This is an optimization exercise on Yosys and OpenROAD, whose aim is small area, not a production implementation. Function was checked by simulation only, so behaviour that the tests miss may differ from the original. The clock port is modelled as an ideal driver; clocking choices that lean on that would not hold on a real chip. No activity file was given, so power comes from the tool's default toggle rates.

==> inputs of run a <==
// ebpf_data_mem
module ebpf_data_mem #(
    parameter int DEPTH_LOG2  = 5,
    parameter int BYTE_ADDR_W = 64
) (
    input  logic                   clk,
    input  logic                   rst,
    input  logic                   req_valid,
    output logic                   req_ready,
    input  logic                   req_write,
    input  logic                   req_xadd,
    input  logic [1:0]             req_size,
    input  logic [BYTE_ADDR_W-1:0] req_addr,
    input  logic [63:0]            req_wdata,
    output logic                   rsp_valid,
    output logic [63:0]            rsp_rdata,
    output logic                   rsp_err
);
Settings: LEC_CHECK=0, CAP_MARGIN=20, CORE_MARGIN=2, CORE_UTILIZATION=40, SLEW_MARGIN=20, SYNTH_HIERARCHICAL=1; clock period 12.0 ns.
standard.sh (not shown) runs the stock make flow with config.mk's settings and CLKGATE_MAP_FILE= SYNTH_SCRIPT=/design/flow/synth_recipe.tcl, a recipe that flattens the netlist after the stock synthesis.
==> flow/flow/run.sh <==
#!/bin/bash
# Standard layout with these changes:
#  - port buffers use the smallest buffer cell;
#  - clock tree synthesis clusters at most 16 sinks within 60 um per leaf
#    buffer, without dummy loads;
#  - after CTS, clock buffers are downsized where the clock-pin slew stays
#    low (flow/clkdown.tcl), and so are the buffers that repair inserted,
#    where the slews on their nets stay under 1 ns and no violation or
#    setup slack under 1 ns results (flow/bufdown.tcl).
set -euo pipefail
ARGS=(
  BUFFER_PORTS_ARGS="-buffer_cell sky130_fd_sc_hd__buf_1"
  CTS_ARGS="-sink_clustering_enable -repair_clock_nets -dont_use_dummy_load -sink_clustering_size 16 -sink_clustering_max_diameter 60"
)
bash standard.sh "${ARGS[@]}" cts > standard_cts.log 2>&1
R=orfs/results/sky130hd/ebpf_data_mem/base
IN=$R/4_cts.odb OUT=$R/4_cts.odb SDC=$R/4_cts.sdc LIM=0.105 STEPS="16 8 8 4 4 2" \
  openroad -no_init -exit flow/clkdown.tcl > clkdown.log 2>&1
IN=$R/4_cts.odb OUT=$R/4_cts.odb SDC=$R/4_cts.sdc SLEWLIM=1.0 \
  openroad -no_init -exit flow/bufdown.tcl > bufdown.log 2>&1
bash standard.sh "${ARGS[@]}" finish > standard_finish.log 2>&1
==> flow/flow/bufdown.tcl <==
# Downsize repair buffers one at a time; keep a change only if the slews on
# the buffer's output net stay under SLEWLIM (ns), no max-slew or max-cap
# violation is added, and the worst setup slack stays above 1 ns.
set plat $::env(FLOW_HOME)/platforms/sky130hd
read_db $::env(IN)
read_liberty $plat/lib/sky130_fd_sc_hd__tt_025C_1v80.lib
read_sdc $::env(SDC)
source $plat/setRC.tcl
set_propagated_clock [all_clocks]
estimate_parasitics -placement
set a0 [rsz::design_area]
set lim [expr {$::env(SLEWLIM) * 1e-9}]
set ::s0 [sta::max_slew_violation_count]
set ::c0 [sta::max_capacitance_violation_count]
proc netslew {inst} {
  set mx 0
  foreach op [get_pins -of_objects $inst -filter "direction == output"] {
    foreach p [concat $op [get_pins -of_objects [get_nets -of_objects $op] -filter "direction == input"]] {
      foreach e {rise fall} { set s [get_property $p slew_max_$e]; if {$s > $mx} {set mx $s} }
    }
  }
  return [sta::time_ui_sta $mx]
}
proc ok {inst} {
  if {[sta::max_slew_violation_count] > $::s0} { return 0 }
  if {[sta::max_capacitance_violation_count] > $::c0} { return 0 }
  if {[sta::worst_slack_cmd max] < 1.0e-9} { return 0 }
  if {[netslew $inst] > $::lim} { return 0 }
  return 1
}
puts "base viol slew $::s0 cap $::c0"
set n 0
foreach {from to} {buf_12 buf_8 buf_8 buf_6 buf_6 buf_4 buf_4 buf_2 buf_2 buf_1} {
  foreach inst [get_cells -filter "ref_name == sky130_fd_sc_hd__$from"] {
    set nm [get_full_name $inst]
    if {![string match "place*" $nm] && ![string match "wire*" $nm] && ![string match "max_cap*" $nm] && ![string match "load_slew*" $nm]} continue
    replace_cell $inst sky130_fd_sc_hd__$to
    estimate_parasitics -placement
    if {![ok $inst]} {
      replace_cell $inst sky130_fd_sc_hd__$from
      estimate_parasitics -placement
    } else { incr n }
  }
}
puts "downsized $n area [expr {$a0*1e12}] -> [expr {[rsz::design_area]*1e12}]"
puts "viol slew [sta::max_slew_violation_count] cap [sta::max_capacitance_violation_count] slack [sta::worst_slack_cmd max]"
write_db $::env(OUT)
==> flow/flow/clkdown.tcl <==
# Downsize clock tree buffers one at a time (by default clkbuf_16 -> 8 -> 4;
# STEPS lists the from/to sizes), keeping each change only while the worst
# flip-flop clock-pin slew, estimated from placement, stays under LIM (ns).
set plat $::env(FLOW_HOME)/platforms/sky130hd
read_db $::env(IN)
read_liberty $plat/lib/sky130_fd_sc_hd__tt_025C_1v80.lib
read_sdc $::env(SDC)
source $plat/setRC.tcl
estimate_parasitics -placement
set_propagated_clock [all_clocks]
estimate_parasitics -placement
set lim $::env(LIM)
proc maxslew {} {
  set mx 0
  foreach p [all_registers -clock_pins -edge_triggered] {
    foreach e {rise fall} { set s [get_property $p slew_max_$e]; if {$s > $mx} {set mx $s} }
  }
  return $mx
}
puts "start max [maxslew]"
set n 0
set steps {16 8 8 4}
if {[info exists ::env(STEPS)]} { set steps $::env(STEPS) }
foreach {from to} $steps {
  foreach inst [get_cells -filter "ref_name == sky130_fd_sc_hd__clkbuf_$from"] {
    replace_cell $inst sky130_fd_sc_hd__clkbuf_$to
    estimate_parasitics -placement
    if {[maxslew] > $lim} {
      replace_cell $inst sky130_fd_sc_hd__clkbuf_$from
      estimate_parasitics -placement
    } else { incr n }
  }
}
puts "downsized $n final max [maxslew]"
write_db $::env(OUT)
==> inputs of run b, as changes to run a <==
==> flow/flow/run.sh (replaced) <==
#!/bin/bash
# Standard layout with these changes:
#  - port buffers use the smallest buffer cell;
#  - clock tree synthesis clusters at most 20 sinks within 80 um per leaf
#    buffer, without dummy loads;
#  - after CTS, clock buffers are downsized where the clock-pin slew stays
#    low (flow/clkdown.tcl).
set -euo pipefail
ARGS=(
  BUFFER_PORTS_ARGS="-buffer_cell sky130_fd_sc_hd__buf_1"
  CTS_ARGS="-sink_clustering_enable -repair_clock_nets -dont_use_dummy_load -sink_clustering_size 20 -sink_clustering_max_diameter 80"
)
bash standard.sh "${ARGS[@]}" cts > standard_cts.log 2>&1
R=orfs/results/sky130hd/ebpf_data_mem/base
IN=$R/4_cts.odb OUT=$R/4_cts.odb SDC=$R/4_cts.sdc LIM=0.105 \
  openroad -no_init -exit flow/clkdown.tcl > clkdown.log 2>&1
bash standard.sh "${ARGS[@]}" finish > standard_finish.log 2>&1
--- a/flow/flow/clkdown.tcl
+++ b/flow/flow/clkdown.tcl
@@ -1,5 +1,5 @@
-# Downsize clock tree buffers one at a time (by default clkbuf_16 -> 8 -> 4;
-# STEPS lists the from/to sizes), keeping each change only while the worst
-# flip-flop clock-pin slew, estimated from placement, stays under LIM (ns).
+# Downsize clock tree buffers (clkbuf_16 -> 8 -> 4) one at a time, keeping
+# each change only while the worst flip-flop clock-pin slew, estimated from
+# placement, stays under LIM (ns).
 set plat $::env(FLOW_HOME)/platforms/sky130hd
 read_db $::env(IN)
@@ -20,7 +20,5 @@
 puts "start max [maxslew]"
 set n 0
-set steps {16 8 8 4}
-if {[info exists ::env(STEPS)]} { set steps $::env(STEPS) }
-foreach {from to} $steps {
+foreach {from to} {16 8 8 4} {
   foreach inst [get_cells -filter "ref_name == sky130_fd_sc_hd__clkbuf_$from"] {
     replace_cell $inst sky130_fd_sc_hd__clkbuf_$to
CORE_UTILIZATION = 55   (was 40)
removed: flow/flow/bufdown.tcl
==> inputs of run c, as changes to run a <==
==> flow/flow/run.sh (replaced) <==
#!/bin/bash
# Standard layout with these changes:
#  - port buffers use the smallest buffer cell;
#  - clock tree synthesis clusters at most 20 sinks within 80 um per leaf
#    buffer, without dummy loads;
#  - after CTS, clock buffers are downsized where the clock-pin slew stays
#    low (flow/clkdown.tcl);
#  - then gates off the critical paths are downsized and any slew or
#    capacitance violation repaired (flow/recover.tcl).
set -euo pipefail
ARGS=(
  BUFFER_PORTS_ARGS="-buffer_cell sky130_fd_sc_hd__buf_1"
  CTS_ARGS="-sink_clustering_enable -repair_clock_nets -dont_use_dummy_load -sink_clustering_size 20 -sink_clustering_max_diameter 80"
)
bash standard.sh "${ARGS[@]}" cts > standard_cts.log 2>&1
R=orfs/results/sky130hd/ebpf_data_mem/base
IN=$R/4_cts.odb OUT=$R/4_cts.odb SDC=$R/4_cts.sdc LIM=0.105 \
  openroad -no_init -exit flow/clkdown.tcl > clkdown.log 2>&1
IN=$R/4_cts.odb OUT=$R/4_cts.odb SDC=$R/4_cts.sdc \
  openroad -no_init -exit flow/recover.tcl > recover.log 2>&1
bash standard.sh "${ARGS[@]}" finish > standard_finish.log 2>&1
--- a/flow/flow/clkdown.tcl
+++ b/flow/flow/clkdown.tcl
@@ -1,5 +1,5 @@
-# Downsize clock tree buffers one at a time (by default clkbuf_16 -> 8 -> 4;
-# STEPS lists the from/to sizes), keeping each change only while the worst
-# flip-flop clock-pin slew, estimated from placement, stays under LIM (ns).
+# Downsize clock tree buffers (clkbuf_16 -> 8 -> 4) one at a time, keeping
+# each change only while the worst flip-flop clock-pin slew, estimated from
+# placement, stays under LIM (ns).
 set plat $::env(FLOW_HOME)/platforms/sky130hd
 read_db $::env(IN)
@@ -20,7 +20,5 @@
 puts "start max [maxslew]"
 set n 0
-set steps {16 8 8 4}
-if {[info exists ::env(STEPS)]} { set steps $::env(STEPS) }
-foreach {from to} $steps {
+foreach {from to} {16 8 8 4} {
   foreach inst [get_cells -filter "ref_name == sky130_fd_sc_hd__clkbuf_$from"] {
     replace_cell $inst sky130_fd_sc_hd__clkbuf_$to
==> flow/flow/recover.tcl (new file) <==
# Area recovery after CTS: downsize gates off the critical paths, then
# repair any slew or capacitance violation this leaves.
set plat $::env(FLOW_HOME)/platforms/sky130hd
read_db $::env(IN)
read_liberty $plat/lib/sky130_fd_sc_hd__tt_025C_1v80.lib
read_sdc $::env(SDC)
source $plat/setRC.tcl
set_propagated_clock [all_clocks]
estimate_parasitics -placement
puts "area before [rsz::design_area]"
repair_timing -recover_power 100 -match_cell_footprint
estimate_parasitics -placement
repair_design -cap_margin 20 -slew_margin 20 -match_cell_footprint
estimate_parasitics -placement
detailed_placement
check_placement
estimate_parasitics -placement
puts "area after [rsz::design_area]"
report_check_types -max_slew -max_capacitance -violators
report_worst_slack -max
report_worst_slack -min
write_db $::env(OUT)
removed: flow/flow/bufdown.tcl
==> impl_summary.txt <==
----------------------------------------------------
[STA]
  Hold slack final ... 0.6318 ns

[Power]
  Overall power ... 12870 uW

[Run status]
  Outcome ... no timing/DRC/antenna violations

[Setup path]
  Critical Path AT ... 10.80 ns

----------------------------------------------------
[end of results for run b]
==> impl_summary.txt <==
----------------------------------------------------
[Run status]
  Outcome ... no timing/DRC/antenna violations

[Setup path]
  Startpoint of the worst setup timing path ... req_size[0]
  Critical Path AT ... 10.91 ns

[Power]
  Overall power ... 12860 uW

[STA]
  Hold slack final ... 0.7923 ns

----------------------------------------------------
[end of results for run c]
==> impl_summary.txt <==
----------------------------------------------------
[Finish]
  Antenna Cells ... 14

[Setup path]
  Critical Path AT ... 11.01 ns

[Run status]
  Outcome ... no timing/DRC/antenna violations

[STA]
  Hold slack final ... 0.8047 ns

[Power]
  Overall power ... 12280 uW

----------------------------------------------------
[end of results for run a]

[separate check: timing with driven ports]
No port has a modelled driver above. Below, the same layouts with a new extraction and two added sets of constraints. Step 1: set_driving_cell puts a clkbuf_16 on clk and a buf_2 on each other input, an assumption about the parent block. Step 2 times the ports against the registers' clock, not the clock port: input delays grow and output delays shrink by t, the midpoint of the rising clock arrivals with the driver on. Slacks: ideal / step 1 / step 2; pairs: ideal / step 1.
run | t, ns | setup WS [ns] | worst setup path at the end | worst data-port slew with drivers (ns)
run a | 1.745 | 2.324 / 2.361 / 0.615 | input to register | 0.19
run b | 1.370 | 2.143 / 2.196 / 0.826 | input to register | 0.17
run c | 1.354 | 2.075 / 2.111 / 0.757 | input to register | 0.18
After both steps setup and hold are still met in every run listed. For run a, which loses most, drivers alone change the setup slack by +0.037 ns; drivers and shift together by -1.709 ns.
